This is an optimization exercise on Yosys and OpenROAD, whose aim is small area, a short achievable clock period and few clock cycles, not a production implementation.
Only simulation tests tie the RTL to the original design; equivalence was not proved.
No activity file was given, so power comes from the tool's default toggle rates.

==> flow/design.v, too long to show whole: its modules and the start of the top module <==
// module window_sequencer: 70 lines
// module filter_cache: 26 lines
// module tile_mac: 1155 lines
// module mac_fa: 10 lines
// module mac_ha: 9 lines
// module output_writer: 30 lines
// module conv_top: 65 lines
module conv_top (
  input  wire logic                     clock,
  input  wire logic                     rst_n,
  input  wire logic                     go,
  output logic                          finish,
  output logic [conv_pkg::IMAGE_ADDR_W-1:0]       image_address,
  output logic                          image_enable,
  input  wire logic [conv_pkg::DATA_W-1:0]        image_data,
  output logic [conv_pkg::FILTER_ADDR_W-1:0]      filter_address,
  output logic                          filter_enable,
  input  wire logic [conv_pkg::DATA_W-1:0]        filter_data,
  output logic [conv_pkg::OUTPUT_ADDR_W-1:0]      output_address,
  output logic [conv_pkg::DATA_W-1:0]             output_data,
  output logic                          output_write
);
  // ...
==> flow/flow/run.sh <==
#!/bin/bash
# Own layout flow: the standard ORFS flow (its standard synthesis
# included) with the settings in flow/params.sh: a setup-slack target for
# the timing repair, buf_2 port buffers and the clock tree options.
# ORFS writes each tool's log under orfs/logs; standard.log has the rest.
set -uo pipefail
source flow/params.sh
bash standard.sh > standard.log 2>&1
==> flow/flow/params.sh <==
export SETUP_SLACK_MARGIN=7.7
export BUFFER_PORTS_ARGS="-buffer_cell sky130_fd_sc_hd__buf_2"
export CTS_ARGS="-sink_clustering_enable -repair_clock_nets -dont_use_dummy_load -sink_clustering_size 30 -sink_clustering_max_diameter 150"
==> flow/standard.sh <==
#!/bin/bash
# synth_recipe.tcl (not shown) runs the flow's synth.tcl, then flattens the netlist and writes it again
# the make line also repeats each setting of config.mk as NAME=value (left out here)
make -C /OpenROAD-flow-scripts/flow DESIGN_CONFIG=/design/flow/config.mk WORK_HOME=/design/flow/orfs CLKGATE_MAP_FILE= SYNTH_SCRIPT=/design/flow/synth_recipe.tcl "${@:-finish}"
==> flow/config.mk <==
export PLATFORM = sky130hd
export DESIGN_NAME = conv_top
export DESIGN_NICKNAME = conv_top
export VERILOG_FILES = /design/flow/design.v
export SDC_FILE = /design/flow/constraint.sdc
export NUM_CORES = 4
export LEC_CHECK = 0
export CAP_MARGIN = 20
export CORE_MARGIN = 2
export CORE_UTILIZATION = 40
export SLEW_MARGIN = 20
export SYNTH_HIERARCHICAL = 1
==> flow/constraint.sdc <==
create_clock -name core_clock -period 11.0 [get_ports {clock}]
set_input_delay 2.2000 -clock core_clock [delete_from_list [all_inputs] [get_ports {clock}]]
set_output_delay 2.2000 -clock core_clock [all_outputs]
set_load 0.01 [all_outputs]
==> impl_metrics.xml, run 1 <==
<?xml version="1.0" encoding="UTF-8"?>
<metrics>
  <group name="layout">
    <metric name="core_occupancy_in_the_finished_layout" unit="%">44.45</metric>
    <metric name="final-nonclk-buf-share" unit="%">4.816</metric>
    <metric name="filler_cell_count" unit="">3246</metric>
    <metric name="ff_latch_area" unit="um^2">5679</metric>
    <metric name="area_growth_syn_to_layout" unit="%">9.990</metric>
    <metric name="mostFrequentLayoutCell" unit="">dfxtp_1</metric>
  </group>
  <group name="timing">
    <metric name="relSlewSlack" unit="%">60.08</metric>
    <metric name="top_achievable_clock_speed" unit="MHz">305.2</metric>
    <metric name="report.final.setup_viol" unit="">0</metric>
    <metric name="rsz0062_at_grt" unit="">yes</metric>
    <metric name="report.final.slew_viol_count" unit="">0</metric>
  </group>
  <group name="critical_path">
    <metric name="crit_top_cell" unit="">fa_1</metric>
    <metric name="worstPathArrival" unit="ps">3650</metric>
    <metric name="max_stage_delay" unit="ps">520</metric>
    <metric name="reg2reg_setup_slack" unit="ps">7720</metric>
    <metric name="slowest_stage_cell_on_the_critical_path" unit="">fa_2</metric>
  </group>
  <group name="outcome">
    <metric name="outcome" unit="">timing/DRC/antenna clean</metric>
  </group>
  <group name="route">
    <metric name="post_detailed_routing_wire_length" unit="mm">28.79</metric>
    <metric name="met3_wirelength" unit="mm">1.665</metric>
    <metric name="topRoutingLayerUsed" unit="">met4</metric>
  </group>
  <group name="floorplan">
    <metric name="ios" unit="">71</metric>
    <metric name="fp.dieH" unit="um">190.3</metric>
    <metric name="n_tap_cell" unit="">455</metric>
  </group>
  <group name="pwr">
    <metric name="vdd_ir_max" unit="uV">142.7</metric>
    <metric name="power.share.switching" unit="%">38.37</metric>
    <metric name="cellLeakagePower" unit="nW">6.180</metric>
    <metric name="p_int" unit="mW">2.565</metric>
  </group>
  <group name="yosys">
    <metric name="synthesis.area_per_instance" unit="um^2">12.13</metric>
    <metric name="synth.ff_latch_count" unit="">278</metric>
    <metric name="portion_of_the_post_synthesis_area_used_by_sequential_elements" unit="%">40.07</metric>
    <metric name="yosys_warnings" unit="">11</metric>
    <metric name="synth_top_flop_cell" unit="">dfxtp_1</metric>
    <metric name="synth-simple-area-share" unit="%">7.666</metric>
    <metric name="synth_top_area_share" unit="%">40.07</metric>
  </group>
  <group name="placed_design">
    <metric name="post-dp-hpwl" unit="mm">20.35</metric>
  </group>
  <group name="clock_network">
    <metric name="cts.reportedPaths.clkPinSlew" unit="ps">110</metric>
    <metric name="cts_buffers" unit="">13</metric>
  </group>
  <group name="grt">
    <metric name="antenna_found_initial" unit="">1</metric>
    <metric name="grt_start_max_net_pins" unit="">46</metric>
  </group>
  <group name="worst_hold_path">
    <metric name="beginning_of_the_worst_hold_path" unit="">u_filter_cache.ring[5][12]$_DFF_P_</metric>
  </group>
</metrics>
Testbench counts, summed over its fixed seeds: cycles 14,208.
==> run 2: changes to the inputs <==
==> flow/flow/params.sh (replaced) <==
export SETUP_SLACK_MARGIN=7.75
export BUFFER_PORTS_ARGS="-buffer_cell sky130_fd_sc_hd__buf_2"
export CTS_ARGS="-sink_clustering_enable -repair_clock_nets -dont_use_dummy_load -sink_clustering_size 30 -sink_clustering_max_diameter 150"
export SETUP_MOVE_SEQUENCE=sizeup,swap
==> run 2 against run 1 <==
Final cell count is 2.0% lower. Count of clock-buffer cells in the layout stayed put. Register-to-register slack better by 20 ps. Sequential share of layout area is 0.16 points higher. Power is 3.6% higher. Global-route usage is 0.13 points lower. Maximum frequency is 0.59% higher. Area after synthesis stayed put. Critical path type unchanged. Critical endpoint is now u_tile_mac.acc_c[19]$_DFF_P_. Largest power group unchanged.
==> impl_metrics.xml, run 2 <==
<?xml version="1.0" encoding="UTF-8"?>
<metrics>
  <group name="outcome">
    <metric name="outcome" unit="">timing/DRC/antenna clean</metric>
  </group>
  <group name="worst_hold_path">
    <metric name="worst_hold_path_class" unit="">flop to flop</metric>
  </group>
  <group name="yosys">
    <metric name="synth.ff_latch_count" unit="">278</metric>
    <metric name="synth.area.top_cells" unit="">dfxtp_1, fa_1, xnor2_1</metric>
    <metric name="synth_cell_types" unit="">51</metric>
    <metric name="synth.net_count" unit="">1394</metric>
    <metric name="cell_taking_the_most_area_after_synthesis" unit="">dfxtp_1</metric>
    <metric name="ys_async_sr_fraction" unit="%">0</metric>
    <metric name="netlist_area" unit="um^2">13890</metric>
    <metric name="yosys_warnings" unit="">11</metric>
    <metric name="synth_top_flop_cell" unit="">dfxtp_1</metric>
    <metric name="synth_top_area_share" unit="%">40.07</metric>
    <metric name="synth_edf_count" unit="">0</metric>
    <metric name="portion_of_the_post_synthesis_area_used_by_sequential_elements" unit="%">40.07</metric>
    <metric name="synthesis.instances" unit="">1145</metric>
    <metric name="synthesis.area_per_instance" unit="um^2">12.13</metric>
    <metric name="yosysMostFrequentCell" unit="">dfxtp_1</metric>
    <metric name="yosys-top-cells-count" unit="">dfxtp_1, fa_1, xnor2_1</metric>
  </group>
  <group name="run">
    <metric name="maxCapViolCount" unit="">0</metric>
  </group>
  <group name="layout">
    <metric name="mostFrequentLayoutCell" unit="">dfxtp_1</metric>
    <metric name="final_nets" unit="">1390</metric>
    <metric name="largest_register_ffs" unit="">144</metric>
    <metric name="share_of_layout_cells_above_drive_strength_1" unit="%">20.28</metric>
    <metric name="registers.top_by_ff_count" unit="">u_filter_cache.ring</metric>
    <metric name="area_growth_syn_to_layout" unit="%">10.13</metric>
    <metric name="layout_top_registers" unit="">u_filter_cache.ring x144, u_tile_mac.acc_c x32, u_tile_mac.acc_s x32</metric>
    <metric name="most_frequent_cells_in_the_layout" unit="">dfxtp_1, fa_1, xnor2_1</metric>
    <metric name="fin_area" unit="um^2">15300</metric>
    <metric name="core_occupancy_in_the_finished_layout" unit="%">44.50</metric>
  </group>
  <group name="clock_network">
    <metric name="cts.reportedPaths.clkPinSlew" unit="ps">110</metric>
    <metric name="cts_buffers" unit="">13</metric>
    <metric name="cts-htree-levels" unit="">1</metric>
    <metric name="postCtsSetupBuffers" unit="">0</metric>
    <metric name="clock_sinks" unit="">278</metric>
    <metric name="tritoncts" unit="">yes</metric>
    <metric name="clock_insertion_delay_worst_skew" unit="ps">500</metric>
    <metric name="hold_buffers" unit="">0</metric>
    <metric name="clockRootBuffer" unit="">clkbuf_16</metric>
    <metric name="clockBufferDepth" unit="">3</metric>
  </group>
  <group name="critical_path">
    <metric name="r2r_end" unit="">u_tile_mac.acc_c[19]$_DFF_P_</metric>
    <metric name="start_kind" unit="">flop</metric>
    <metric name="crit_path_end_kind" unit="">flop</metric>
    <metric name="crit_start" unit="">u_sequencer.mac_first$_DFF_P_</metric>
    <metric name="worstPathRequired" unit="ps">11340</metric>
    <metric name="r2r_worst_path_depth" unit="">7</metric>
    <metric name="max_stage_delay" unit="ps">560</metric>
    <metric name="critical_register_to_register_path_startpoint" unit="">u_sequencer.mac_first$_DFF_P_</metric>
    <metric name="capture_point_of_the_worst_path" unit="">u_tile_mac.acc_c[19]$_DFF_P_</metric>
    <metric name="slowest_stage_cell_on_the_critical_path" unit="">fa_1</metric>
    <metric name="crit_top_cell" unit="">fa_2</metric>
    <metric name="reg2reg_setup_slack" unit="ps">7740</metric>
    <metric name="criticalPathCategory" unit="">flop to flop</metric>
    <metric name="crit_fanout" unit="">47</metric>
    <metric name="crit_chain" unit="">buf_16 &gt; or2_4 &gt; fa_2 &gt; fa_1 &gt; fa_2 &gt; fa_2 &gt; fa_1</metric>
    <metric name="worstPathArrival" unit="ps">3600</metric>
  </group>
  <group name="floorplan">
    <metric name="fp.dieH" unit="um">190.3</metric>
    <metric name="initial_core_utilization" unit="%">40.41</metric>
    <metric name="fp-row-count" unit="">68</metric>
    <metric name="die_width" unit="um">190.3</metric>
    <metric name="design.die.area" unit="um^2">36230</metric>
    <metric name="ios" unit="">71</metric>
    <metric name="core" unit="um^2">34370</metric>
  </group>
  <group name="pwr">
    <metric name="comb_power_share" unit="%">54.7</metric>
    <metric name="cellLeakagePower" unit="nW">6.046</metric>
    <metric name="vdd_ir_max" unit="uV">150.5</metric>
    <metric name="total_power" unit="mW">4.312</metric>
    <metric name="seq_power_share" unit="%">33.3</metric>
    <metric name="pwr-share-clk" unit="%">12.0</metric>
    <metric name="power.share.switching" unit="%">38.61</metric>
    <metric name="p_int" unit="mW">2.647</metric>
    <metric name="power.switching" unit="mW">1.665</metric>
    <metric name="power.density" unit="nW/um^2">281.9</metric>
  </group>
  <group name="timing">
    <metric name="top_achievable_clock_speed" unit="MHz">306.9</metric>
    <metric name="report.final.hold_viol_count" unit="">0</metric>
    <metric name="min_period_over_period" unit="%">29.62</metric>
    <metric name="setup_total_negative_slack" unit="ps">0</metric>
    <metric name="report.final.setup_viol" unit="">0</metric>
    <metric name="report.final.slew_viol_count" unit="">0</metric>
    <metric name="clock_skew" unit="ps">47.86</metric>
    <metric name="rsz0062_at_grt" unit="">yes</metric>
    <metric name="worst_margin_slew" unit="ps">1079</metric>
    <metric name="timing.final.crit_period" unit="ps">3258</metric>
    <metric name="hold_slack" unit="ps">301.2</metric>
    <metric name="relSlewSlack" unit="%">27.97</metric>
  </group>
  <group name="route">
    <metric name="post-route-drc-count" unit="">0</metric>
    <metric name="via_count" unit="">8023</metric>
    <metric name="dr.pass1.iters" unit="">5</metric>
    <metric name="post_detailed_routing_wire_length" unit="mm">28.66</metric>
    <metric name="antenna_violating_nets_post_route" unit="">0</metric>
    <metric name="drt_iter0_drc" unit="">475</metric>
    <metric name="post_drt_via_cell_ratio" unit="">5.030</metric>
    <metric name="drt-wirelength-per-cell" unit="um">17.97</metric>
  </group>
  <group name="grt">
    <metric name="antenna_found_initial" unit="">1</metric>
    <metric name="grt_start_max_net_pins" unit="">48</metric>
    <metric name="grt_pass1_wl" unit="mm">46.77</metric>
    <metric name="overflow" unit="">0</metric>
    <metric name="grtUsageTotal" unit="%">16.33</metric>
    <metric name="via_count_of_the_first_global_routing_pass" unit="">8453</metric>
  </group>
  <group name="placed_design">
    <metric name="port-buffer-count" unit="">68</metric>
    <metric name="place_congestion" unit="">0.8140</metric>
    <metric name="post-dp-hpwl" unit="mm">20.33</metric>
    <metric name="placed_area" unit="um^2">14430</metric>
  </group>
</metrics>
==> run 2: cell counts after synthesis <==
No cell type changed its count.
==> run 2: kinds of logic (layout without fill, tap and decap cells) <==
logic type,count (synthesis),count (layout),synth area share [%]
flip-flops,278,278,40.07
adder cells (fa/ha/maj),214,214,27.66
AND/OR/NAND/NOR,182,182,7.666
AO/OA/AOI/OAI,178,178,9.305
XOR/XNOR,152,152,9.585
buffers and inverters,122,116,4.027
multiplexers,17,17,1.639
other,2,3,0.05407
==> run 2: timing repair <==
action	4_1_cts	5_1_grt
resized for setup	101	60
pin swaps	14	23
endpoints found under the setup margin	45	32
endpoints found under the hold margin	0	0
==> run 2: critical path: cells and delay by family (launching register included) <==
family,cells,cell delay [ps]
buf+inv,1,200
flops,1,440
simple gates,1,280
fa+ha+maj,5,2160
==> run 2: layout make-up <==
type / count / area (um^2)
Multi-Input combinational cell: 745 / 8117
Tap cell: 455 / 569.3
Timing Repair Buffer: 80 / 486.7
Antenna cell: 1 / 2.502
Sequential cell: 278 / 5710
Clock buffer: 13 / 325.3
Fill cell: 3220 / 19080
Inverter: 23 / 86.33
==> run 2: through the flow <==
step	cells	setup slack, ps
floorplan	1145	7750
CTS	1594	7717
global placement	1581	7371
global route	1594	7645
detailed placement	1581	7311
finish	1595	7742
==> run 2: how the worst min path moves through the flow <==
stage	from	depth (start not counted)	slack [ps]	endpoint
after floorplan	u_filter_cache.ring[1][0]$_DFF_P_	0	310	u_filter_cache.ring[0][0]$_DFF_P_
after global placement	u_filter_cache.ring[2][5]$_DFF_P_	0	310	u_filter_cache.ring[1][5]$_DFF_P_
after detailed placement	u_filter_cache.ring[7][13]$_DFF_P_	0	310	u_filter_cache.ring[6][13]$_DFF_P_
after CTS	u_filter_cache.ring[4][12]$_DFF_P_	0	310	u_filter_cache.ring[3][12]$_DFF_P_
after global routing	u_filter_cache.ring[5][1]$_DFF_P_	0	310	u_filter_cache.ring[4][1]$_DFF_P_
final	u_filter_cache.ring[4][12]$_DFF_P_	0	300	u_filter_cache.ring[3][12]$_DFF_P_
==> run 2: Yosys stat by module, one instance, submodules excluded, a selection <==
module / area (um^2) / cells
output_writer: 320.3 / 34
mac_ha: 12.51 / 1
mac_fa: 20.02 / 1
tile_mac: 6247 / 676
filter_cache: 3196 / 168
window_sequencer: 1164 / 116
==> run 2: power by group through the flow <==
stage / Sequential, mW / Clock, mW / Combinational (mW)
2_1_floorplan: 1.36 / 0 / 1.73
3_3_place_gp: 1.43 / 0 / 2.17
3_5_place_dp: 1.43 / 0 / 2.25
4_1_cts: 1.42 / 0.542 / 2.36
5_1_grt: 1.46 / 0.575 / 2.80
6_report: 1.44 / 0.519 / 2.36
==> run 2: per-layer routing <==
layer	GRT usage, %	part of all wire, %
met1	22.90	46
met2	26.90	47
met3	2.190	4.6
met4	3.429	1.8
met5	1.236	0.22

[port drivers added, routing unchanged]
How much do the figures lean on ideal ports? The routed layouts below were timed once more, with nothing changed but the port constraints.
Step 1: set_driving_cell puts a clkbuf_16 on clock and a buf_2 on each other input, an assumption about the parent block.
Step 2 times the ports against the registers' clock, not the clock port: input delays grow and output delays shrink by t, the midpoint of the rising clock arrivals with the driver on.
a / b / c = no drivers / after step 1 / after step 2; a / b = the first two.
run | t (ns) | setup WS [ns] | cell pins on the clock port's net
run 1 | 0.518 | 7.723 / 7.722 / 7.723 | 1
run 2 | 0.533 | 7.742 / 7.742 / 7.742 | 1
After both steps setup and hold are still met in every run listed.
